This design comes from an exercise in tuning for small area, a short achievable clock period and few clock cycles per item on the open sky130 flow, not from production work.
Only simulation tests tie the RTL to the original design; equivalence was not proved.

## flow/design.v (module list and top-level ports; edited modules follow where they fit)
// module hb_interp2: 646 lines
module hb_interp2 #(
    parameter int unsigned DW   = 16,
    parameter int unsigned ACCW = 36
) (
    input  logic                 clk,
    input  logic                 reset,
    input  logic signed [DW-1:0] x_in,
    input  logic                 x_in_valid,
    output logic                 x_in_ready,
    output logic signed [DW-1:0] y_out,
    output logic                 y_out_valid
);
  // ...
==> flow/flow/run.sh <==
#!/bin/bash
# Standard ORFS flow, with one netlist clean-up between synthesis and floorplan:
# flow/fapol.py removes inverters around full-adder cells (logic unchanged).
set -euo pipefail
R=orfs/results/sky130hd/hb_interp2/base
bash standard.sh synth > synth.log 2>&1
cp $R/1_2_yosys.v $R/1_2_yosys.std.v
python3 flow/fapol.py $R/1_2_yosys.std.v $R/1_2_yosys.v > fapol.log 2>&1
touch $R/1_2_yosys.v
bash standard.sh "BUFFER_PORTS_ARGS=-buffer_cell sky130_fd_sc_hd__buf_2" finish > finish.log 2>&1
==> flow/flow/fapol.py <==
#!/usr/bin/env python3
"""Inverter clean-up around full adders in a mapped sky130 netlist.

A full adder is self-dual: FA(~a, ~b, ~c) = (~sum, ~cout). Yosys' adder extraction often
leaves inverters on the inputs and outputs of fa cells. This script gives each fa cell a
flag 'flipped' (its pins then carry the complements of the original values), chooses the
flags greedily to need as few inverters as possible, and rewrites the netlist with the
inverters that are then needed. The logic function of the module is unchanged.
Usage: fapol.py IN.v OUT.v"""
import re, sys
from collections import defaultdict

src = open(sys.argv[1]).read()
inst_re = re.compile(r'^(\s*)(sky130_fd_sc_hd__\w+)\s+(\S+)\s*\((.*?)\);\n', re.S | re.M)
pin_re = re.compile(r'\.(\w+)\(\s*(.*?)\s*\)\s*(?:,|$)', re.S)

insts = []
for m in inst_re.finditer(src):
    pins = [(p, n.strip()) for p, n in pin_re.findall(m.group(4))]
    insts.append(dict(start=m.start(), end=m.end(), cell=m.group(2), name=m.group(3), pins=pins))

OUT_PINS = {"X", "Y", "Q", "Q_N", "SUM", "COUT", "HI", "LO"}
def is_inv(c): return re.match(r"sky130_fd_sc_hd__(clk)?inv_\d+$", c) is not None
def is_fa(c): return re.match(r"sky130_fd_sc_hd__fa_\d+$", c) is not None

driver = {}
loads = defaultdict(list)   # net -> [(inst index, pin)]
for i, it in enumerate(insts):
    for p, n in it["pins"]:
        if p in OUT_PINS: driver[n] = (i, p)
        else: loads[n].append((i, p))

# nets used outside cell pins (ports, assigns) are left as they are
port_nets = set()
hdr = src[:insts[0]["start"]] if insts else src
for m in re.finditer(r'^\s*(input|output)\s+(?:\[(\d+):(\d+)\]\s*)?(\S+?);', src, re.M):
    nm = m.group(4)
    if m.group(2):
        for b in range(int(m.group(3)), int(m.group(2)) + 1):
            port_nets.add(f"{nm}[{b}]")
    port_nets.add(nm)

inv_idx = [i for i, it in enumerate(insts) if it["cell"] == "sky130_fd_sc_hd__inv_1"]
fa_idx = [i for i, it in enumerate(insts) if is_fa(it["cell"])]

# managed inverters: inv_1 whose output is not a port net
managed = set()
for i in inv_idx:
    pins = dict(insts[i]["pins"])
    if pins["Y"] in port_nets or pins["A"] in port_nets and False:
        continue
    managed.add(i)

def base_of(net):
    """follow managed inverters back: returns (base net, parity)"""
    k = 0
    seen = 0
    while net in driver and driver[net][0] in managed and seen < 8:
        net = dict(insts[driver[net][0]]["pins"])["A"]
        k ^= 1; seen += 1
    return net, k

# consumers: every non-managed-inverter input pin; record its base and parity
cons = []   # (inst, pin, base, parity)
for i, it in enumerate(insts):
    if i in managed: continue
    for p, n in it["pins"]:
        if p in OUT_PINS: continue
        b, k = base_of(n)
        cons.append((i, p, b, k))
# port outputs driven through managed inverters also count as consumers
for n in port_nets:
    if n in driver and driver[n][0] in managed:
        pass  # excluded above (managed excludes inverters driving ports)

fa_set = set(fa_idx)
flip = defaultdict(int)
def drv_flip(b):
    d = driver.get(b)
    return flip[d[0]] if d and d[0] in fa_set else 0
by_base = defaultdict(list)
for c in cons: by_base[c[2]].append(c)
def need(c):
    i, p, b, k = c
    return k ^ drv_flip(b) ^ (flip[i] if i in fa_set else 0)
def base_cost(b):
    s = set(need(c) for c in by_base[b])
    return 1 if 1 in s else 0
# bases touched by an fa (as driver or consumer)
fa_bases = defaultdict(set)
for c in cons:
    if c[0] in fa_set: fa_bases[c[0]].add(c[2])
for i in fa_idx:
    for p, n in insts[i]["pins"]:
        if p in OUT_PINS: fa_bases[i].add(n)

before = sum(base_cost(b) for b in by_base)
import random
def total(): return sum(base_cost(b) for b in by_base)
best = (before, {i: 0 for i in fa_idx})
for seed in range(40):
    rnd = random.Random(seed)
    for i in fa_idx: flip[i] = rnd.randint(0, 1) if seed else 0
    for it_ in range(40):
        changed = 0
        order = fa_idx[:]; rnd.shuffle(order)
        for i in order:
            bs = fa_bases[i]
            c0 = sum(base_cost(b) for b in bs)
            flip[i] ^= 1
            c1 = sum(base_cost(b) for b in bs)
            if c1 < c0: changed += 1
            elif c1 == c0 and rnd.random() < 0.3: pass
            else: flip[i] ^= 1
        if not changed and it_ > 5: break
    t = total()
    if t < best[0]: best = (t, {i: flip[i] for i in fa_idx})
for i in fa_idx: flip[i] = best[1][i]
after = sum(base_cost(b) for b in by_base)
sys.stderr.write(f"fapol: {len(managed)} inverters managed; needed before {before}, after {after}; "
                 f"{sum(flip.values())} of {len(fa_idx)} fa flipped\n")

# rewrite: drop managed inverters, reconnect consumers to base or to a new inverter
newinv = {}
new_wires = []
def inv_of(b):
    if b not in newinv:
        w = f"_fapol_{len(newinv)}_"
        newinv[b] = w
        new_wires.append(w)
    return newinv[b]
repl = {}   # (inst, pin) -> net
for c in cons:
    i, p, b, k = c
    repl[(i, p)] = inv_of(b) if need(c) else b

def esc(n):
    return n + " " if n.startswith("\\") else n
out = []
pos = 0
for i, it in enumerate(insts):
    out.append(src[pos:it["start"]])
    pos = it["end"]
    if i in managed:
        continue
    pins = []
    for p, n in it["pins"]:
        pins.append((p, repl.get((i, p), n)))
    body = ",\n".join(f"    .{p}({esc(n)})" for p, n in pins)
    out.append(f"  {it['cell']} {it['name']} (\n{body}\n  );\n")
rest = src[pos:]
# new inverters before endmodule
invs = "".join(f"  sky130_fd_sc_hd__inv_1 _fapol_inv_{j}_ (\n    .A({esc(b)}),\n    .Y({w})\n  );\n"
               for j, (b, w) in enumerate(newinv.items()))
rest = rest.replace("endmodule", invs + "endmodule", 1)
text = "".join(out) + rest
# declare new wires after the module header's first wire declaration
decl = "".join(f"  wire {w};\n" for w in new_wires)
text = re.sub(r'(\n\s*wire )', "\n" + decl.rstrip("\n") + r'\1', text, count=1)
open(sys.argv[2], "w").write(text)
==> flow/standard.sh <==
#!/bin/bash
# synth_recipe.tcl (not shown) runs the flow's synth.tcl, then flattens the netlist and writes it again
# the make line also repeats each setting of config.mk as NAME=value (left out here)
make -C /OpenROAD-flow-scripts/flow DESIGN_CONFIG=/design/flow/config.mk WORK_HOME=/design/flow/orfs CLKGATE_MAP_FILE= SYNTH_SCRIPT=/design/flow/synth_recipe.tcl "${@:-finish}"
==> flow/config.mk <==
export PLATFORM = sky130hd
export DESIGN_NAME = hb_interp2
export DESIGN_NICKNAME = hb_interp2
export VERILOG_FILES = /design/flow/design.v
export SDC_FILE = /design/flow/constraint.sdc
export NUM_CORES = 4
export LEC_CHECK = 0
export CAP_MARGIN = 20
export CORE_MARGIN = 2
export CORE_UTILIZATION = 75
export CTS_CLUSTER_DIAMETER = 100
export CTS_CLUSTER_SIZE = 30
export PLACE_DENSITY = 0.85
export SETUP_SLACK_MARGIN = 2.8
export SLEW_MARGIN = 20
==> flow/constraint.sdc <==
create_clock -name core_clock -period 6.0 [get_ports {clk}]
set_input_delay 1.2000 -clock core_clock [delete_from_list [all_inputs] [get_ports {clk}]]
set_output_delay 1.2000 -clock core_clock [all_outputs]
set_load 0.01 [all_outputs]
==> results.toml, run 1 <==
[die]
ios = 37
die_area_mm2 = 0.0273
rows = 58

[setup_path]
arrival_ns = 3.62
path_max_fanout = 4
rr_endpoint = "zr[17]"
cp_cell_sequence = "fa_1 -> fa_1 -> ha_4 -> nand2_4 -> or3_4 -> o21ba_4 -> o21ai_2 -> a32oi_2 -> o21a_1 -> a311oi_2"
critPathCapture = "zr[17]"

[final_layout]
final_common_cell = "dfxtp_1"
area_growth_pct = 6.29
multi_input_gates = 1023
seq_area_frac = 0.415

[placed_design]
dpl-instance-area_mm2 = 0.0198

[global_routing]
overflow = 0
grt_pass1_vias = 13100

[sta]
rsz0062_at_grt = "true"
setup_ws_ns = 2.81
fin_hold_ws_ns = 0.361
skew_ns = 0.0217
max_slew_margin = 0.267

[routing]
top_layer = "met5"
viasPerCell = 6.35
drc = 0
first_pass_iters = 5

[logic_synthesis]
syn_nets = 1996

[cts]
hold_buffers = 0

[worst_hold_path]
min-delay-path-class = "register to register"
hold_depth = 0

[run]
drv_cap = 0

[status]
status = "timing/DRC/antenna clean"
Testbench counts, summed over its fixed seeds: cycles 4,144, samples 2,048.
==> run 2: changes to the inputs <==
==> flow/flow/run.sh (replaced) <==
#!/bin/bash
# Standard ORFS flow, with a netlist clean-up between synthesis and floorplan (logic unchanged):
#  flow/fapol.py removes inverters around full-adder cells,
#  flow/fapin.py puts each adder's latest input on its fastest pin.
# Ports are buffered with buf_2 cells instead of the default delay buffers.
set -euo pipefail
R=orfs/results/sky130hd/hb_interp2/base
bash standard.sh synth > synth.log 2>&1
cp $R/1_2_yosys.v $R/1_2_yosys.std.v
python3 flow/fapol.py $R/1_2_yosys.std.v $R/1_2_yosys.pol.v > fapol.log 2>&1
python3 flow/fapin.py $R/1_2_yosys.pol.v $R/1_2_yosys.v > fapin.log 2>&1
touch $R/1_2_yosys.v
bash standard.sh "BUFFER_PORTS_ARGS=-buffer_cell sky130_fd_sc_hd__buf_2" finish > finish.log 2>&1
==> flow/flow/fapin.py (new file) <==
#!/usr/bin/env python3
"""Input pin assignment for full/half adder cells in a mapped sky130 netlist.

The three inputs of a full adder (and the two of a half adder) are interchangeable.
A simple arrival-time estimate is propagated through the netlist, and each adder's
latest-arriving input is put on its fastest pin (CIN, then B). Logic is unchanged.
Usage: fapin.py IN.v OUT.v"""
import re, sys
from collections import defaultdict

src = open(sys.argv[1]).read()
inst_re = re.compile(r'^(\s*)(sky130_fd_sc_hd__\w+)\s+(\S+)\s*\((.*?)\);\n', re.S | re.M)
pin_re = re.compile(r'\.(\w+)\(\s*(.*?)\s*\)\s*(?:,|$)', re.S)
insts = []
for m in inst_re.finditer(src):
    pins = [(p, n.strip()) for p, n in pin_re.findall(m.group(4))]
    insts.append(dict(start=m.start(), end=m.end(), cell=m.group(2), name=m.group(3), pins=pins))

OUT_PINS = {"X", "Y", "Q", "Q_N", "SUM", "COUT", "HI", "LO"}
def kind(c):
    c = c.replace("sky130_fd_sc_hd__", "")
    if re.match(r"fa_\d+$", c): return "fa"
    if re.match(r"ha_\d+$", c): return "ha"
    if re.match(r"(df|edf|sdf)\w*$", c): return "ff"
    if re.match(r"(clk)?inv\w*$", c): return "inv"
    return "gate"

FA_D = {"A": {"SUM": 0.55, "COUT": 0.44}, "B": {"SUM": 0.53, "COUT": 0.41}, "CIN": {"SUM": 0.50, "COUT": 0.39}}
HA_D = {"A": {"SUM": 0.32, "COUT": 0.23}, "B": {"SUM": 0.31, "COUT": 0.21}}

driver = {}
loads = defaultdict(list)
for i, it in enumerate(insts):
    for p, n in it["pins"]:
        if p in OUT_PINS: driver[n] = i
        else: loads[n].append(i)

arr = {}
# sources: flop outputs and nets without a driver (ports, constants)
indeg = {}
for i, it in enumerate(insts):
    k = kind(it["cell"])
    if k == "ff":
        indeg[i] = 0
    else:
        indeg[i] = sum(1 for p, n in it["pins"] if p not in OUT_PINS and n in driver
                       and kind(insts[driver[n]]["cell"]) != "ff")
ready = [i for i in indeg if indeg[i] == 0]
def a(n):
    if n in arr: return arr[n]
    if n in driver and kind(insts[driver[n]]["cell"]) == "ff": return 0.35
    return 0.0
swaps = 0
order = []
while ready:
    i = ready.pop()
    order.append(i)
    it = insts[i]
    k = kind(it["cell"])
    ins = [(p, n) for p, n in it["pins"] if p not in OUT_PINS]
    outs = [(p, n) for p, n in it["pins"] if p in OUT_PINS]
    if k in ("fa", "ha"):
        pinorder = ["A", "B", "CIN"] if k == "fa" else ["A", "B"]
        nets = sorted([n for p, n in ins], key=a)
        newpins = dict(zip(pinorder, nets))
        if any(dict(ins)[p] != newpins[p] for p in pinorder): swaps += 1
        it["pins"] = [(p, newpins[p]) if p in newpins else (p, n) for p, n in it["pins"]]
        D = FA_D if k == "fa" else HA_D
        for p, n in outs:
            arr[n] = max(a(newpins[q]) + D[q][p] for q in pinorder)
    elif k == "ff":
        for p, n in outs: arr[n] = 0.35
    else:
        t = max([a(n) for p, n in ins] or [0.0]) + (0.06 if k == "inv" else 0.2)
        for p, n in outs: arr[n] = t
    if k != "ff":
        for p, n in outs:
            for j in loads[n]:
                if kind(insts[j]["cell"]) == "ff": continue
                indeg[j] -= 1
                if indeg[j] == 0: ready.append(j)
left = [i for i in indeg if indeg[i] > 0]
sys.stderr.write(f"fapin: {swaps} adders re-pinned; worst estimated arrival {max(arr.values()):.2f}; "
                 f"{len(left)} cells not reached\n")

def esc(n):
    return n + " " if n.startswith("\\") else n
out = []
pos = 0
for it in insts:
    out.append(src[pos:it["start"]])
    pos = it["end"]
    body = ",\n".join(f"    .{p}({esc(n)})" for p, n in it["pins"])
    out.append(f"  {it['cell']} {it['name']} (\n{body}\n  );\n")
out.append(src[pos:])
open(sys.argv[2], "w").write("".join(out))
==> run 2 against run 1 <==
Net effect:
- critical path depth increased by 2
- setup slack got worse by 0.080 ns
- synthesized cell count unchanged
- worst hold slack better by 0.017 ns
- final area is 0.22% higher
- non-clock buffer count increased by 3
- maximum frequency fell by 2.4%
- synthesized area is the same
- utilization grew 0.18 points
- highest routed layer unchanged
==> results.toml, run 2 <==
[sta]
max_slew_margin = 0.237
rsz0062_at_grt = "true"
hold_viol = 0
period_share = 0.544
drv_slew = 0
skew_ns = 0.0154
fmax_mhz = 306
worstMarginPinSlew_ns = 1.14
fin_crit_ns = 3.27
setup_tns_ns = 0
setup_ws_ns = 2.73
setup_viol = 0

[routing]
antenna_left = 0
dr_wl_met3_mm = 3.63
vias = 13200
first_pass_iters = 6
wire_per_inst_um = 25.6
drtIter0Drc = 1464
drt-met1-wl_mm = 19.2
wirelength_mm = 51.0
drc = 0
viasPerCell = 6.62
dr_wl_met2_mm = 25.4
top_layer = "met5"

[final_layout]
finalNetCount = 1994
drive_above_1_share = 0.106
instances_no_fill = 1991
layout_common_cells = "dfxtp_1 (373), fa_1 (201), inv_1 (136)"
final_common_cell = "dfxtp_1"
reg_top3 = "ra: 112 flops, rb: 112 flops, ta: 23 flops"
antenna-diode-count = 0
area_growth_pct = 6.52
fillCellCount = 1347

[die]
core_area_mm2 = 0.0253
ios = 37
die_h_um = 165
initial_core_util = 0.769
rows = 58
die_area_mm2 = 0.0273
die_w_um = 165

[global_routing]
grt_pass1_wl_mm = 76.4
grt_antenna_before_repair = 1
grt_max_degree = 113
grt_pass1_vias = 13400
grt_usage = 0.378
overflow = 0

[cts]
clk_path_buf_depth = 3
cts_sinks = 422
cts_buffers = 18
clockRootBuffer = "clkbuf_16"
h-tree-depth = 1
clock_latency_ns = 0.53
tritoncts = "done"
path_clk_slew_ns = 0.12
hold_buffers = 0

[status]
status = "timing/DRC/antenna clean"

[placed_design]
port_buffers = 36
gp_congestion = 0.957
dp_hpwl_mm = 37.3
placed_cells = 1957
place_ws_ns = 2.63

[logic_synthesis]
yosysWarningCount = 4
netlist_instances = 1658
syn_area_per_cell_um2 = 11.7
syn_nets = 1996
synthesis.area_mm2 = 0.0195

[setup_path]
critPathTopFamily = "adder cells"
path_max_fanout = 7
arrival_ns = 3.72
cp-end-kind = "register"
crit_path_start_kind = "register"
required_ns = 6.45
cp_cell_sequence = "inv_2 -> fa_1 -> fa_1 -> inv_2 -> ha_4 -> inv_2 -> or3_4 -> o21ba_4 -> o21ai_4 -> a32oi_4 -> o21a_1 -> a311oi_1"
slowest_stage = "fa_1"
cp_common_cell = "inv_2"
max_stage_delay_ns = 0.54
path_class = "register to register"
ff2ff_setup_slack_ns = 2.73
critPathBufInv = 3

[run]
drv_cap = 0

[worst_hold_path]
min-delay-path-class = "register to register"
==> run 2: through the flow <==
stage | util | hold slack, ns | area [um2]
final | 0.819 | 0.378 | 20700
after global routing | 0.819 | 0.383 | 20700
after CTS | 0.808 | 0.375 | 20500
after detailed placement | 0.783 | 0.342 | 19800
after global placement | 0.783 | 0.335 | 19800
after floorplan | - | 0.331 | 19500
==> run 2: final cells by class <==
type / count / area [um2] / area share
inverter: 142 / 533 / 0.0257
multi-input combinational: 1023 / 10400 / 0.500
timing repair buffer: 49 / 278 / 0.0134
clock buffer: 22 / 487 / 0.0235
sequential: 422 / 8590 / 0.414
tap: 330 / 413 / 0.0199
clock inverter: 3 / 62.6 / 0.00302
==> run 2: final timing paths <==
path / startpoint / to / cells after the start
worst max-delay path: tc[4] / zr[17] / 12
min in group asynchronous: reset / v1 / 2
worst max register to register: tc[4] / zr[17] / 12
worst min register to register: v1 / v2 / 0
worst min-delay path: v1 / v2 / 0
max in group asynchronous: reset / sb / 2
==> run 2: per-layer routing <==
layer,up-vias,global-route usage
li1,5675,-
met3,175,0.0587
met5,-,0
met2,709,0.652
met4,2,0.157
met1,6623,0.480
==> run 2: what timing repair did <==
action,4_1_cts,5_1_grt
gates cloned,0,0
buffers inserted,0,9
pin swaps,1,21
gates resized for setup,28,59
endpoints found under the setup margin,13,18

[re-timing with driven ports]
The results above use ideal ports. As a check the final layouts listed here were re-extracted and re-timed, cells and wires unchanged.
Step 1, drivers: a clkbuf_16 drives clk and a buf_2 each remaining input, both assumed.
Step 2 also shifts input and output timing later by t, the mid clock arrival at the registers, as if the neighbouring blocks saw the same clock.
Slacks: ideal / step 1 / step 2; pairs: ideal / step 1.
run	t (ns)	setup WS [ns]	worst hold slack (ns)	worst register clock-pin slew, ns	worst slew at a driven data input, ns
run 1	0.566	2.815 / 2.815 / 2.815	0.361 / 0.361 / 0.361	0.11 / 0.11	0.03
run 2	0.581	2.735 / 2.735 / 2.735	0.378 / 0.378 / 0.378	0.12 / 0.12	0.04
After both steps every run listed still meets setup and hold.
